From an optimization exercise on the open Yosys and OpenROAD flow, aimed at a short achievable clock period and few clock cycles; shortcuts taken in it are not production practice. The RTL was checked by simulation tests, not by an equivalence proof against the original design. No activity file was given, so power comes from the tool's default toggle rates.

**run.sh**
```bash
#!/bin/bash
# synth_recipe.tcl (not shown) runs the flow's synth.tcl, then flattens the netlist and writes it again
# the make line also repeats each setting of config.mk as NAME=value (left out here)
make -C /OpenROAD-flow-scripts/flow DESIGN_CONFIG=/design/flow/config.mk WORK_HOME=/design/flow/orfs CLKGATE_MAP_FILE= SYNTH_SCRIPT=/design/flow/synth_recipe.tcl finish
```
**config.mk**
```make
export PLATFORM = sky130hd
export DESIGN_NAME = mipsPipeline
export DESIGN_NICKNAME = mipsPipeline
export VERILOG_FILES = /design/flow/design.v
export SDC_FILE = /design/flow/constraint.sdc
export NUM_CORES = 4
export LEC_CHECK = 0
export CAP_MARGIN = 20
export CORE_MARGIN = 2
export CORE_UTILIZATION = 30
export PLACE_DENSITY = 0.55
export SLEW_MARGIN = 20
```
**constraint.sdc**
```tcl
create_clock -name core_clock -period 8.0 [get_ports {DCACHE_stall}]
set_input_delay 1.6000 -clock core_clock [delete_from_list [all_inputs] [get_ports {DCACHE_stall}]]
set_output_delay 1.6000 -clock core_clock [all_outputs]
set_load 0.01 [all_outputs]
```
**design.v**
```verilog
package mipsPkg;
	localparam int dataWidth = 32;
	localparam int addrWidth = 30;	 
	localparam int regAddrWidth = 5;
	localparam int regCount = 32;
	localparam int immWidth = 16;
	typedef enum logic [5:0] {
		opRtype = 6'd0,
		opJ     = 6'd2,
		opBeq   = 6'd4,
		opAddi  = 6'd8,
		opSlti  = 6'd10,
		opAndi  = 6'd12,
		opOri   = 6'd13,
		opLw    = 6'd35,
		opSw    = 6'd43
	} opcodeE;
	typedef enum logic [5:0] {
		fnAdd = 6'd32,
		fnSub = 6'd34,
		fnAnd = 6'd36,
		fnOr  = 6'd37,
		fnXor = 6'd38,
		fnNor = 6'd39,
		fnSlt = 6'd42
	} functE;
	typedef enum logic [3:0] {
		aluAdd,
		aluSub,
		aluAnd,
		aluOr,
		aluXor,
		aluNor,
		aluSlt
	} aluOpE;
	typedef enum logic [1:0] {
		srcReg,
		srcSext,
		srcZext
	} srcBE;
	localparam logic [addrWidth-1:0] resetPc = '0;
	localparam logic [dataWidth-1:0] nopInstr = '0;	 
endpackage
import mipsPkg::*;
module fetchStage (
	input  logic DCACHE_stall,
	input  logic rst_n,
	input  logic stall,
	input  logic hazard,
	input  logic redirect,
	input  logic [mipsPkg::addrWidth-1:0] target,
	input  logic [mipsPkg::dataWidth-1:0] icacheRdata,
	output logic [mipsPkg::addrWidth-1:0] icacheAddr,
	output logic icacheRen,
	output logic [mipsPkg::dataWidth-1:0] instr
);
	logic [addrWidth-1:0] pc;
	assign icacheAddr = pc;
	assign icacheRen = 1'b1;	 
	always_ff @(posedge DCACHE_stall or negedge rst_n) begin
		if (!rst_n) begin
			pc <= resetPc;
			instr <= nopInstr;
		end else begin
			if (!stall) begin
				if (redirect) begin
					pc <= target;
					instr <= nopInstr;	 
				end else if (!hazard) begin
					pc <= pc + 1'b1;
					instr <= icacheRdata;
				end
			end
		end
	end
endmodule
import mipsPkg::*;
module regFile (
	input  logic DCACHE_stall,
	input  logic rst_n,
	input  logic [mipsPkg::regAddrWidth-1:0] rsIdx,
	input  logic [mipsPkg::regAddrWidth-1:0] rtIdx,
	input  logic wbWrite,
	input  logic [mipsPkg::regAddrWidth-1:0] wbIdx,
	input  logic [mipsPkg::dataWidth-1:0] wbData,
	output logic [mipsPkg::dataWidth-1:0] rsData,
	output logic [mipsPkg::dataWidth-1:0] rtData
);
	logic [dataWidth-1:0] regs [regCount];
	always_ff @(posedge DCACHE_stall or negedge rst_n) begin
		if (!rst_n) begin
			for (int i = 0; i < regCount; i++)
				regs[i] <= '0;
		end else if (wbWrite && wbIdx != '0) begin
			regs[wbIdx] <= wbData;
		end
	end
	assign rsData = (rsIdx == '0) ? '0 : (wbWrite && wbIdx == rsIdx) ? wbData : regs[rsIdx];
	assign rtData = (rtIdx == '0) ? '0 : (wbWrite && wbIdx == rtIdx) ? wbData : regs[rtIdx];
endmodule
import mipsPkg::*;
module decodeStage (
	input  logic DCACHE_stall,
	input  logic rst_n,
	input  logic stall,
	input  logic [mipsPkg::dataWidth-1:0] instr,
	input  logic [mipsPkg::addrWidth-1:0] pcWord,
	input  logic [mipsPkg::dataWidth-1:0] rsData,
	input  logic [mipsPkg::dataWidth-1:0] rtData,
	output logic [3:0] exAluOp,
	output logic [1:0] exSrcB,
	output logic exMemRead,
	output logic exMemWrite,
	output logic exRegWrite,
	output logic exMemToReg,
	output logic [mipsPkg::regAddrWidth-1:0] exRsIdx,
	output logic [mipsPkg::regAddrWidth-1:0] exRtIdx,
	output logic [mipsPkg::regAddrWidth-1:0] exDestIdx,
	output logic [mipsPkg::dataWidth-1:0] exRsData,
	output logic [mipsPkg::dataWidth-1:0] exRtData,
	output logic [mipsPkg::immWidth-1:0] exImm,
	input  logic memRegWrite,
	input  logic [mipsPkg::regAddrWidth-1:0] memDestIdx,
	output logic [mipsPkg::regAddrWidth-1:0] rsIdx,
	output logic [mipsPkg::regAddrWidth-1:0] rtIdx,
	output logic hazard,
	output logic redirect,
	output logic [mipsPkg::addrWidth-1:0] target
);
	logic [5:0] op;
	logic [5:0] fn;
	logic [3:0] aluOpDec;
	logic [1:0] srcBDec;
	logic memReadDec, memWriteDec, regWriteDec, memToRegDec;
	logic [regAddrWidth-1:0] destDec;
	logic usesRs, usesRt, isBeq, isJump;
	logic exHit, memHit;
	logic [addrWidth-1:0] branchTarget, jumpTarget;
	assign op = instr[31:26];
	assign fn = instr[5:0];
	assign rsIdx = instr[25:21];
	assign rtIdx = instr[20:16];
	always_comb begin
		aluOpDec = aluAdd;
		srcBDec = srcReg;
		memReadDec = 1'b0;
		memWriteDec = 1'b0;
		regWriteDec = 1'b0;
		memToRegDec = 1'b0;
		destDec = '0;
		usesRs = 1'b0;
		usesRt = 1'b0;
		isBeq = 1'b0;
		isJump = 1'b0;
		case (op)
			opRtype: begin
				usesRs = 1'b1;
				usesRt = 1'b1;
				destDec = instr[15:11];
				regWriteDec = 1'b1;
				case (fn)
					fnAdd: aluOpDec = aluAdd;
					fnSub: aluOpDec = aluSub;
					fnAnd: aluOpDec = aluAnd;
					fnOr:  aluOpDec = aluOr;
					fnXor: aluOpDec = aluXor;
					fnNor: aluOpDec = aluNor;
					fnSlt: aluOpDec = aluSlt;
					default: regWriteDec = 1'b0;	 
				endcase
			end
			opLw: begin
				usesRs = 1'b1;
				srcBDec = srcSext;
				memReadDec = 1'b1;
				memToRegDec = 1'b1;
				regWriteDec = 1'b1;
				destDec = instr[20:16];
			end
			opSw: begin
				usesRs = 1'b1;
				usesRt = 1'b1;	 
				srcBDec = srcSext;
				memWriteDec = 1'b1;
			end
			opBeq: begin
				usesRs = 1'b1;
				usesRt = 1'b1;
				isBeq = 1'b1;
			end
			opAddi, opSlti, opAndi, opOri: begin
				usesRs = 1'b1;
				regWriteDec = 1'b1;
				destDec = instr[20:16];
				srcBDec = (op == opAndi || op == opOri) ? srcZext : srcSext;
				aluOpDec = (op == opSlti) ? aluSlt : (op == opAndi) ? aluAnd
					: (op == opOri) ? aluOr : aluAdd;
			end
			opJ: isJump = 1'b1;
			default: ;
		endcase
	end
	assign exHit = exRegWrite && exDestIdx != '0
		&& (exDestIdx == rsIdx || exDestIdx == rtIdx);
	assign memHit = memRegWrite && memDestIdx != '0
		&& (memDestIdx == rsIdx || memDestIdx == rtIdx);
	assign hazard = isBeq && (exHit || memHit);	 
	assign branchTarget = pcWord + {{(addrWidth-immWidth){instr[15]}}, instr[15:0]};
	assign jumpTarget = {pcWord[addrWidth-1:26], instr[25:0]};
	assign redirect = !hazard && (isJump || (isBeq && rsData == rtData));
	assign target = isJump ? jumpTarget : branchTarget;
	always_ff @(posedge DCACHE_stall or negedge rst_n) begin
		if (!rst_n) begin
			exAluOp <= aluAdd;
			exSrcB <= srcReg;
			exMemRead <= 1'b0;
			exMemWrite <= 1'b0;
			exRegWrite <= 1'b0;
			exMemToReg <= 1'b0;
		end else if (!stall) begin
			exAluOp <= hazard ? aluAdd : aluOpDec;	 
			exSrcB <= hazard ? srcReg : srcBDec;
			exMemRead <= !hazard && memReadDec;
			exMemWrite <= !hazard && memWriteDec;
			exRegWrite <= !hazard && regWriteDec;
			exMemToReg <= !hazard && memToRegDec;
		end
	end
	always_ff @(posedge DCACHE_stall) begin
		if (!stall) begin
			exRsIdx <= rsIdx;
			exRtIdx <= rtIdx;
			exDestIdx <= destDec;
			exRsData <= rsData;
			exRtData <= rtData;
			exImm <= instr[15:0];
		end
	end
endmodule
import mipsPkg::*;
module executeStage (
	input  logic DCACHE_stall,
	input  logic rst_n,
	input  logic stall,
	input  logic [3:0] exAluOp,
	input  logic [1:0] exSrcB,
	input  logic exMemRead,
	input  logic exMemWrite,
	input  logic exRegWrite,
	input  logic exMemToReg,
	input  logic [mipsPkg::regAddrWidth-1:0] exRsIdx,
	input  logic [mipsPkg::regAddrWidth-1:0] exRtIdx,
	input  logic [mipsPkg::regAddrWidth-1:0] exDestIdx,
	input  logic [mipsPkg::dataWidth-1:0] exRsData,
	input  logic [mipsPkg::dataWidth-1:0] exRtData,
	input  logic [mipsPkg::immWidth-1:0] exImm,
	output logic mMemRead,
	output logic mMemWrite,
	output logic mRegWrite,
	output logic mMemToReg,
	output logic [mipsPkg::regAddrWidth-1:0] mDestIdx,
	output logic [mipsPkg::dataWidth-1:0] mAluResult,
	output logic [mipsPkg::dataWidth-1:0] mStoreData,
	input  logic [mipsPkg::dataWidth-1:0] memFwd,
	input  logic memRegWrite,
	input  logic [mipsPkg::regAddrWidth-1:0] memDestIdx,
	input  logic wbWrite,
	input  logic [mipsPkg::regAddrWidth-1:0] wbIdx,
	input  logic [mipsPkg::dataWidth-1:0] wbData
);
	logic [dataWidth-1:0] opA, regB, opB, aluOut;
	logic [dataWidth-1:0] immSext, immZext;
	always_comb begin
		if (memRegWrite && memDestIdx != '0 && memDestIdx == exRsIdx)
			opA = memFwd;
		else if (wbWrite && wbIdx != '0 && wbIdx == exRsIdx)
			opA = wbData;
		else
			opA = exRsData;
		if (memRegWrite && memDestIdx != '0 && memDestIdx == exRtIdx)
			regB = memFwd;
		else if (wbWrite && wbIdx != '0 && wbIdx == exRtIdx)
			regB = wbData;
		else
			regB = exRtData;
	end
	assign immSext = {{(dataWidth-immWidth){exImm[immWidth-1]}}, exImm};
	assign immZext = {{(dataWidth-immWidth){1'b0}}, exImm};
	always_comb begin
		case (exSrcB)
			srcSext: opB = immSext;
			srcZext: opB = immZext;
			default: opB = regB;
		endcase
	end
	always_comb begin
		case (exAluOp)
			aluAdd: aluOut = opA + opB;
			aluSub: aluOut = opA - opB;
			aluAnd: aluOut = opA & opB;
			aluOr:  aluOut = opA | opB;
			aluXor: aluOut = opA ^ opB;
			aluNor: aluOut = ~(opA | opB);
			aluSlt: aluOut = {{(dataWidth-1){1'b0}}, opA < opB};	 
			default: aluOut = '0;
		endcase
	end
	always_ff @(posedge DCACHE_stall or negedge rst_n) begin
		if (!rst_n) begin
			mMemRead <= 1'b0;
			mMemWrite <= 1'b0;
			mRegWrite <= 1'b0;
			mMemToReg <= 1'b0;
		end else if (!stall) begin
			mMemRead <= exMemRead;
			mMemWrite <= exMemWrite;
			mRegWrite <= exRegWrite;
			mMemToReg <= exMemToReg;
		end
	end
	always_ff @(posedge DCACHE_stall) begin
		if (!stall) begin
			mDestIdx <= exDestIdx;
			mAluResult <= aluOut;
			mStoreData <= regB;	 
		end
	end
endmodule
import mipsPkg::*;
module memoryStage (
	input  logic DCACHE_stall,
	input  logic rst_n,
	input  logic stall,
	input  logic mMemRead,
	input  logic mMemWrite,
	input  logic mRegWrite,
	input  logic mMemToReg,
	input  logic [mipsPkg::regAddrWidth-1:0] mDestIdx,
	input  logic [mipsPkg::dataWidth-1:0] mAluResult,
	input  logic [mipsPkg::dataWidth-1:0] mStoreData,
	input  logic [mipsPkg::dataWidth-1:0] dcacheRdata,
	output logic dcacheRen,
	output logic dcacheWen,
	output logic [mipsPkg::addrWidth-1:0] dcacheAddr,
	output logic [mipsPkg::dataWidth-1:0] dcacheWdata,
	output logic [mipsPkg::dataWidth-1:0] memFwd,
	output logic memRegWrite,
	output logic [mipsPkg::regAddrWidth-1:0] memDestIdx,
	output logic wbWrite,
	output logic [mipsPkg::regAddrWidth-1:0] wbIdx,
	output logic [mipsPkg::dataWidth-1:0] wbData
);
	assign dcacheRen = mMemRead;
	assign dcacheWen = mMemWrite;
	assign dcacheAddr = mAluResult[dataWidth-1:2];	 
	assign dcacheWdata = mStoreData;
	assign memFwd = mMemToReg ? dcacheRdata : mAluResult;
	assign memRegWrite = mRegWrite;
	assign memDestIdx = mDestIdx;
	always_ff @(posedge DCACHE_stall or negedge rst_n) begin
		if (!rst_n)
			wbWrite <= 1'b0;
		else if (!stall)
			wbWrite <= mRegWrite;
	end
	always_ff @(posedge DCACHE_stall) begin
		if (!stall) begin
			wbIdx <= mDestIdx;
			wbData <= memFwd;	 
		end
	end
endmodule
import mipsPkg::*;
module mipsPipeline (
	input  logic DCACHE_stall,
	input  logic rst_n,
	output logic icacheRen,
	output logic [mipsPkg::addrWidth-1:0] icacheAddr,
	input  logic [mipsPkg::dataWidth-1:0] icacheRdata,
	input  logic icacheStall,
	output logic dcacheRen,
	output logic dcacheWen,
	output logic [mipsPkg::addrWidth-1:0] dcacheAddr,
	output logic [mipsPkg::dataWidth-1:0] dcacheWdata,
	input  logic [mipsPkg::dataWidth-1:0] dcacheRdata,
	input  logic dcacheHold
);
	logic stall;
	logic hazard, redirect;
	logic [addrWidth-1:0] target;
	logic [dataWidth-1:0] instr;
	logic [regAddrWidth-1:0] rsIdx, rtIdx;
	logic [dataWidth-1:0] rsData, rtData;
	logic [dataWidth-1:0] memFwd;
	logic memRegWrite;
	logic [regAddrWidth-1:0] memDestIdx;
	logic wbWrite;
	logic [regAddrWidth-1:0] wbIdx;
	logic [dataWidth-1:0] wbData;
	assign stall = icacheStall || dcacheHold;	 
	logic [3:0] exAluOp;
	logic [1:0] exSrcB;
	logic exMemRead, exMemWrite, exRegWrite, exMemToReg;
	logic [regAddrWidth-1:0] exRsIdx, exRtIdx, exDestIdx;
	logic [dataWidth-1:0] exRsData, exRtData;
	logic [immWidth-1:0] exImm;
	logic mMemRead, mMemWrite, mRegWrite, mMemToReg;
	logic [regAddrWidth-1:0] mDestIdx;
	logic [dataWidth-1:0] mAluResult, mStoreData;
	fetchStage uFetch (
		.DCACHE_stall(DCACHE_stall), .rst_n(rst_n), .stall(stall), .hazard(hazard),
		.redirect(redirect), .target(target), .icacheRdata(icacheRdata),
		.icacheAddr(icacheAddr), .icacheRen(icacheRen), .instr(instr)
	);
	regFile uRegFile (
		.DCACHE_stall(DCACHE_stall), .rst_n(rst_n), .rsIdx(rsIdx), .rtIdx(rtIdx),
		.wbWrite(wbWrite), .wbIdx(wbIdx), .wbData(wbData),
		.rsData(rsData), .rtData(rtData)
	);
	decodeStage uDecode (
		.DCACHE_stall(DCACHE_stall), .rst_n(rst_n), .stall(stall), .instr(instr),
		.pcWord(icacheAddr), .rsData(rsData), .rtData(rtData), 
		.exAluOp(exAluOp), .exSrcB(exSrcB), .exMemRead(exMemRead), .exMemWrite(exMemWrite),
		.exRegWrite(exRegWrite), .exMemToReg(exMemToReg), .exRsIdx(exRsIdx), .exRtIdx(exRtIdx),
		.exDestIdx(exDestIdx), .exRsData(exRsData), .exRtData(exRtData), .exImm(exImm),
		.memRegWrite(memRegWrite), .memDestIdx(memDestIdx), .rsIdx(rsIdx), .rtIdx(rtIdx),
		.hazard(hazard), .redirect(redirect), .target(target)
	);
	executeStage uExecute (
		.DCACHE_stall(DCACHE_stall), .rst_n(rst_n), .stall(stall),
		.exAluOp(exAluOp), .exSrcB(exSrcB), .exMemRead(exMemRead), .exMemWrite(exMemWrite),
		.exRegWrite(exRegWrite), .exMemToReg(exMemToReg), .exRsIdx(exRsIdx), .exRtIdx(exRtIdx),
		.exDestIdx(exDestIdx), .exRsData(exRsData), .exRtData(exRtData), .exImm(exImm),
		.mMemRead(mMemRead), .mMemWrite(mMemWrite), .mRegWrite(mRegWrite),
		.mMemToReg(mMemToReg), .mDestIdx(mDestIdx), .mAluResult(mAluResult),
		.mStoreData(mStoreData),
		.memFwd(memFwd),
		.memRegWrite(memRegWrite), .memDestIdx(memDestIdx),
		.wbWrite(wbWrite), .wbIdx(wbIdx), .wbData(wbData)
	);
	memoryStage uMemory (
		.DCACHE_stall(DCACHE_stall), .rst_n(rst_n), .stall(stall),
		.mMemRead(mMemRead), .mMemWrite(mMemWrite), .mRegWrite(mRegWrite),
		.mMemToReg(mMemToReg), .mDestIdx(mDestIdx), .mAluResult(mAluResult),
		.mStoreData(mStoreData), .dcacheRdata(dcacheRdata),
		.dcacheRen(dcacheRen), .dcacheWen(dcacheWen),
		.dcacheAddr(dcacheAddr), .dcacheWdata(dcacheWdata),
		.memFwd(memFwd), .memRegWrite(memRegWrite), .memDestIdx(memDestIdx),
		.wbWrite(wbWrite), .wbIdx(wbIdx), .wbData(wbData)
	);
endmodule
```
==> run notes <==
For this run, design rule violations remaining after detail routing come to 0. The setup path with the least slack is of type reg2reg. The ratio of final minimum period to clock period came out at 0.900. The net count after synthesis came out at 6792.

The distinct cell type count after synthesis is 95. The tools report the initial antenna violation count as 49. The sequential power share was 0.415; the post-route minimum period was 7.20 ns. The post-synthesis instance area was 71000 µm²; the net count of the finished layout was 6744. met2 is the most crowded layer.

The buffer count from post-CTS setup fixing was 0; the share of synthesized area occupied by flip-flops and latches was 0.461. Of all nets on the critical path, the largest fanout is 32. In this run the number of cells on the critical path is 23.

The tree built by TritonCTS fans out to 1267 sinks. Post-CTS repair changed the size of 0 cells. TritonCTS created 139 clock buffers. The biggest area contributor in the post-synthesis netlist is sky130_fd_sc_hd__dfrtp_1.

The tools report the remaining max-slew budget at the tightest pin as 0.100. The first routing iteration left 11900 violations. With fillers left out, the area of the finished cells amounts to 82100 µm². The average vias per placed instance is 6.56, and the clock transition at the registers of the reported paths is 0.07 ns.

Setup repair after global routing left no endpoint under its margin. Fraction of synthesis flops using an asynchronous set or reset pin: 0.841. The count of flip-flops with a built-in enable after synthesis is 201, and the storage element area is 32700 µm². TritonCTS built the clock tree. For the worst-skew pair, the clock arrives at the later sink with an insertion delay of 0.84 ns. The routed design has 364 mm of wire. Global routing usage on met1: 0.372. The most used flip-flop cell after synthesis is sky130_fd_sc_hd__dfrtp_1. Cell-internal power: 13.3 mW.

Cell depth of the worst min-delay path: 1. Pin placement for this block handled 163 I/O pins. The floorplan has 178 rows. The area fraction of the dominant cell type after synthesis was 0.376; the final count of negative-setup-slack endpoints was 0. For the number of cells produced by synthesis, the log shows 6583. The floorplan step defined a die boundary enclosing 241000 µm². The cell sitting at the root of the clock tree is a sky130_fd_sc_hd__clkbuf_16. No sink is reached through more buffers than the 3 on the longest clock path.

The tools report the multi-input gate area in the final layout as 36000 µm². The tools report the critical path capture point type as a flip-flop. Synthesis inferred 1267 register bits. STA puts the critical path data required time at 8.58 ns. For the pin with the worst max-slew slack, the measured transition is 1.35 ns. In this run the critical register-to-register path is captured at uExecute.mAluResult[30]$_DFFE_PN_. The fraction of final layout cells with drive strength greater than 1 came out at 0.259. The combinational cell fraction of total power was 0.253; the initial standard-cell utilization of the core was 0.302. Max-cap violations in this run came to 0. Ranked by instance count, the synthesized netlist is headed by sky130_fd_sc_hd__dfrtp_1, sky130_fd_sc_hd__mux2_2, sky130_fd_sc_hd__a22oi_1, sky130_fd_sc_hd__clkbuf_1, sky130_fd_sc_hd__and3_1.

CTS built an H-tree with a depth of 4. Global routing finished with a remaining overflow of 0. Derived from the worst setup path, the maximum achievable clock frequency is 139 MHz.

Setup total negative slack on the finished layout was measured at 0 ns. The max-slew violation total from the final report was 0. The global routing usage on met3 came out at 0.140. The layout-stage area growth over the synthesis result came out at 15.5%. The worst setup skew after layout came out at 0.0438 ns. The peak supply drop was 0.203 mV.

Once detailed placement completed, the half-perimeter wirelength came to 224 mm. The minimum setup slack among reg-to-reg paths came out at 0.80 ns. The number of global-route vias before repair is 60100, and the clock network power share is 0.332. The worst min-delay path startpoint is uFetch.pc[29]$_DFFE_PN0P_.

The critical path's top delay family is compound AO/OA/AOI/OAI gates. Measured in cells, the most critical reg-to-reg path has a length of 23. Class of the most critical hold timing path: reg2reg.

Buffers placed on the I/O ports in this run total 161. The worst register-to-register path begins at uMemory.wbIdx[3]$_DFFE_PN_. The die is 491 µm tall. The most frequently used cell type in the post-synthesis netlist was sky130_fd_sc_hd__dfrtp_1.

Entering global routing, the biggest net connects 174 pins. A synthesized cell averages 10.8 µm². The worst setup path is launched from a flip-flop. The met2 track demand over resource in global routing came out at 0.396. On the critical path, the stage with the largest delay is an instance of sky130_fd_sc_hd__edfxtp_1. The routed length per instance came out at 37.0 µm. Counting the fill cells in the layout gives 23400. The floorplan step defined a core boundary enclosing 235000 µm².

Switching power of the nets: 7.24 mW. Power comes to 20.5 mW. For this run, the number of Yosys warnings is 6.

Switching power as a share of total power: 0.353. The total vias in the final route was 64400; the number of iterations in the first detailed-routing pass was 10. Tracing the worst setup path back leads to its startpoint at uMemory.wbIdx[3]$_DFFE_PN_.

In this run, post-CTS hold repair placed 0 buffers. The total track usage is 0.290, and the areal power density over the cells is 250 nW/µm². For the final RePlAce weighted congestion, the log shows 0.971.

The delay of the slowest critical-path stage works out to 0.65 ns. The tools report the number of routed nets with antenna violations as 0. The hold violation total from the final report is 0. The first global-routing pass estimated 496 mm of wire.

In this run the static leakage power is 36.7 nW. Data on the critical path arrives at its endpoint at 7.78 ns. The placed instances occupy a cell area of 77100 µm².

The signal on the critical path passes through or2_2 > o41ai_1 > nor4_2 > buf_4 > mux2i_1 > o21ai_0 > a22o_1 > ha_1 > fa_1 > a21oi_1 > o21bai_1 > a21oi_1 > o41ai_1 > a2111oi_0 > buf_4 > o41ai_1 > a21oi_1 > o21ai_0 > a221o_1 > a2111oi_0 > a211oi_1 > xnor2_1 > o211ai_1. After synthesis, the cell types taking the most area are sky130_fd_sc_hd__dfrtp_1, sky130_fd_sc_hd__mux2_2, sky130_fd_sc_hd__edfxtp_1. The flow ran to the end and the layout has no timing, DRC or antenna violations. The die is 491 µm wide.

For hold timing, the worst endpoint is uFetch.pc[29]$_DFFE_PN0P_. Together, buffers and inverters on the worst path number 2.
==> worst register-to-register path: cells and delay by family, from the launching register on <==
family / cells / cell delay [ns]
adder cells (fa/ha/maj): 2 / 0.75
buffers and inverters: 2 / 0.55
XOR/XNOR: 1 / 0.20
flip-flops: 1 / 0.65
multiplexers: 1 / 0.26
AO/OA/AOI/OAI: 15 / 3.95
AND/OR/NAND/NOR: 2 / 0.63
==> flip-flops by register name, summed over array words and instances (netlist names), 30 cells and up <==
signal,flops
uFetch.pc,30
uExecute.mAluResult,32
uMemory.wbData,32
uDecode.exRtData,32
uDecode.exRsData,32
uExecute.mStoreData,32
uFetch.instr,32
uRegFile.regs,992
==> logic make-up (layout without fill, tap and decap cells) <==
| logic type | after synthesis | in the layout | synth area share |
|---|---|---|---|
| other | 1 | 29 | 0.0000528 |
| adders and majority gates | 141 | 141 | 0.0252 |
| buffers and inverters | 776 | 837 | 0.0448 |
| AOI/OAI and AO/OA | 1597 | 1597 | 0.160 |
| and+or+nand+nor | 1554 | 1554 | 0.118 |
| DFF | 1267 | 1267 | 0.461 |
| xor gates and xnor gates | 126 | 126 | 0.0155 |
| muxes | 1121 | 1121 | 0.176 |
==> final cells by class <==
cell class | count | share of cell area
sequential | 1267 | 0.399
inverter | 147 | 0.00682
antenna | 28 | 0.000854
tap | 3150 | 0.0480
clock inverter | 56 | 0.00816
timing repair buffer | 440 | 0.0496
multi-input combinational | 4540 | 0.439
clock buffer | 194 | 0.0491
==> power by group through the flow <==
| stage | combinational [mW] | clock (mW) | sequential [mW] |
|---|---|---|---|
| after floorplan | 2.95 | 0 | 8.14 |
| after global placement | 4.84 | 0 | 8.55 |
| after detailed placement | 4.91 | 0 | 8.57 |
| after CTS | 4.93 | 6.83 | 8.46 |
| after global routing | 5.40 | 7.11 | 8.57 |
| final | 5.19 | 6.81 | 8.52 |
==> metal layers <==
metal,routed length [µm],part of all wire
met4,25200,0.069
met5,270,0.00074
met2,142000,0.39
met3,55600,0.15
met1,140000,0.39
==> per-stage QoR <==
step,util,setup WS (ns),hold slack [ns],std cells
CTS,0.347,0.826,0.468,9785
floorplan,-,1.88,0.420,6583
global placement,0.327,0.847,0.455,9528
detailed placement,0.327,0.842,0.461,9535
finish,0.349,0.798,0.469,9822
global route,0.348,0.223,0.495,9798
==> cells in the final DEF (no fill, tap or decap), types with 24 or more instances in the layout <==
master,instances
sky130_fd_sc_hd__edfxtp_1,201
sky130_fd_sc_hd__buf_4,248
sky130_fd_sc_hd__a21o_1,53
sky130_fd_sc_hd__a2111oi_0,131
sky130_fd_sc_hd__a22o_1,82
sky130_fd_sc_hd__diode_2,28
sky130_fd_sc_hd__a21oi_1,173
sky130_fd_sc_hd__a211oi_1,24
sky130_fd_sc_hd__o21bai_1,26
sky130_fd_sc_hd__a22oi_1,592
sky130_fd_sc_hd__clkbuf_1,24
sky130_fd_sc_hd__ha_1,138
sky130_fd_sc_hd__nor4_1,38
sky130_fd_sc_hd__nand2_1,258
sky130_fd_sc_hd__mux2i_1,90
sky130_fd_sc_hd__nor2_1,186
sky130_fd_sc_hd__clkinv_2,24
sky130_fd_sc_hd__o21ai_0,244
sky130_fd_sc_hd__mux2_2,1031
sky130_fd_sc_hd__a221oi_1,32
sky130_fd_sc_hd__and3_1,412
sky130_fd_sc_hd__nor2_4,69
sky130_fd_sc_hd__dfrtp_1,1055
sky130_fd_sc_hd__xnor2_1,68
sky130_fd_sc_hd__inv_1,146
sky130_fd_sc_hd__clkdlybuf4s50_1,160
sky130_fd_sc_hd__nand2b_1,26
sky130_fd_sc_hd__clkbuf_8,28
sky130_fd_sc_hd__nand3_1,155
sky130_fd_sc_hd__nand4_1,126
sky130_fd_sc_hd__a31oi_1,28
sky130_fd_sc_hd__nor3_1,53
sky130_fd_sc_hd__xor2_1,58
sky130_fd_sc_hd__o21a_1,29
sky130_fd_sc_hd__clkbuf_16,142
==> how the worst max path moves through the flow <==
stage | to | slack [ns]
after floorplan | uExecute.mAluResult[30]$_DFFE_PN_ | 1.88
after global placement | uExecute.mAluResult[30]$_DFFE_PN_ | 0.85
after detailed placement | uExecute.mAluResult[30]$_DFFE_PN_ | 0.84
after CTS | uExecute.mAluResult[30]$_DFFE_PN_ | 0.83
after global routing | uExecute.mAluResult[30]$_DFFE_PN_ | 0.22
final | uExecute.mAluResult[30]$_DFFE_PN_ | 0.80
Testbench counts, summed over its fixed seeds: cycles 44,864.

## re-timing with driven ports
How much do the figures lean on ideal ports? The routed layout below was timed once more, with nothing changed but the port constraints.
Step 1 (the two cells are an assumption about what drives the block):
set clk [get_ports {DCACHE_stall}]
set_driving_cell -lib_cell sky130_fd_sc_hd__clkbuf_16 $clk
set_driving_cell -lib_cell sky130_fd_sc_hd__buf_2 [delete_from_list [all_inputs] $clk]
Step 2 moves the port delays by t, midway between the first and last clock arrival at a register: inputs arrive t later, outputs are due t later. That takes back most of the time a late clock gives input paths.
Slacks: ideal ports / drivers / drivers and shift; pairs: ideal ports / drivers.
shift t [ns]: 0.912
slack for setup (ns): 0.798 / 0.798 / 0.798
worst setup path at the end: register to register
latest minus earliest clock arrival (ns): 0.044 / 0.044
After both steps this run still meets setup and hold. The setup slack of this run moves by 0.000 ns with the drivers and by 0.000 ns with both steps.
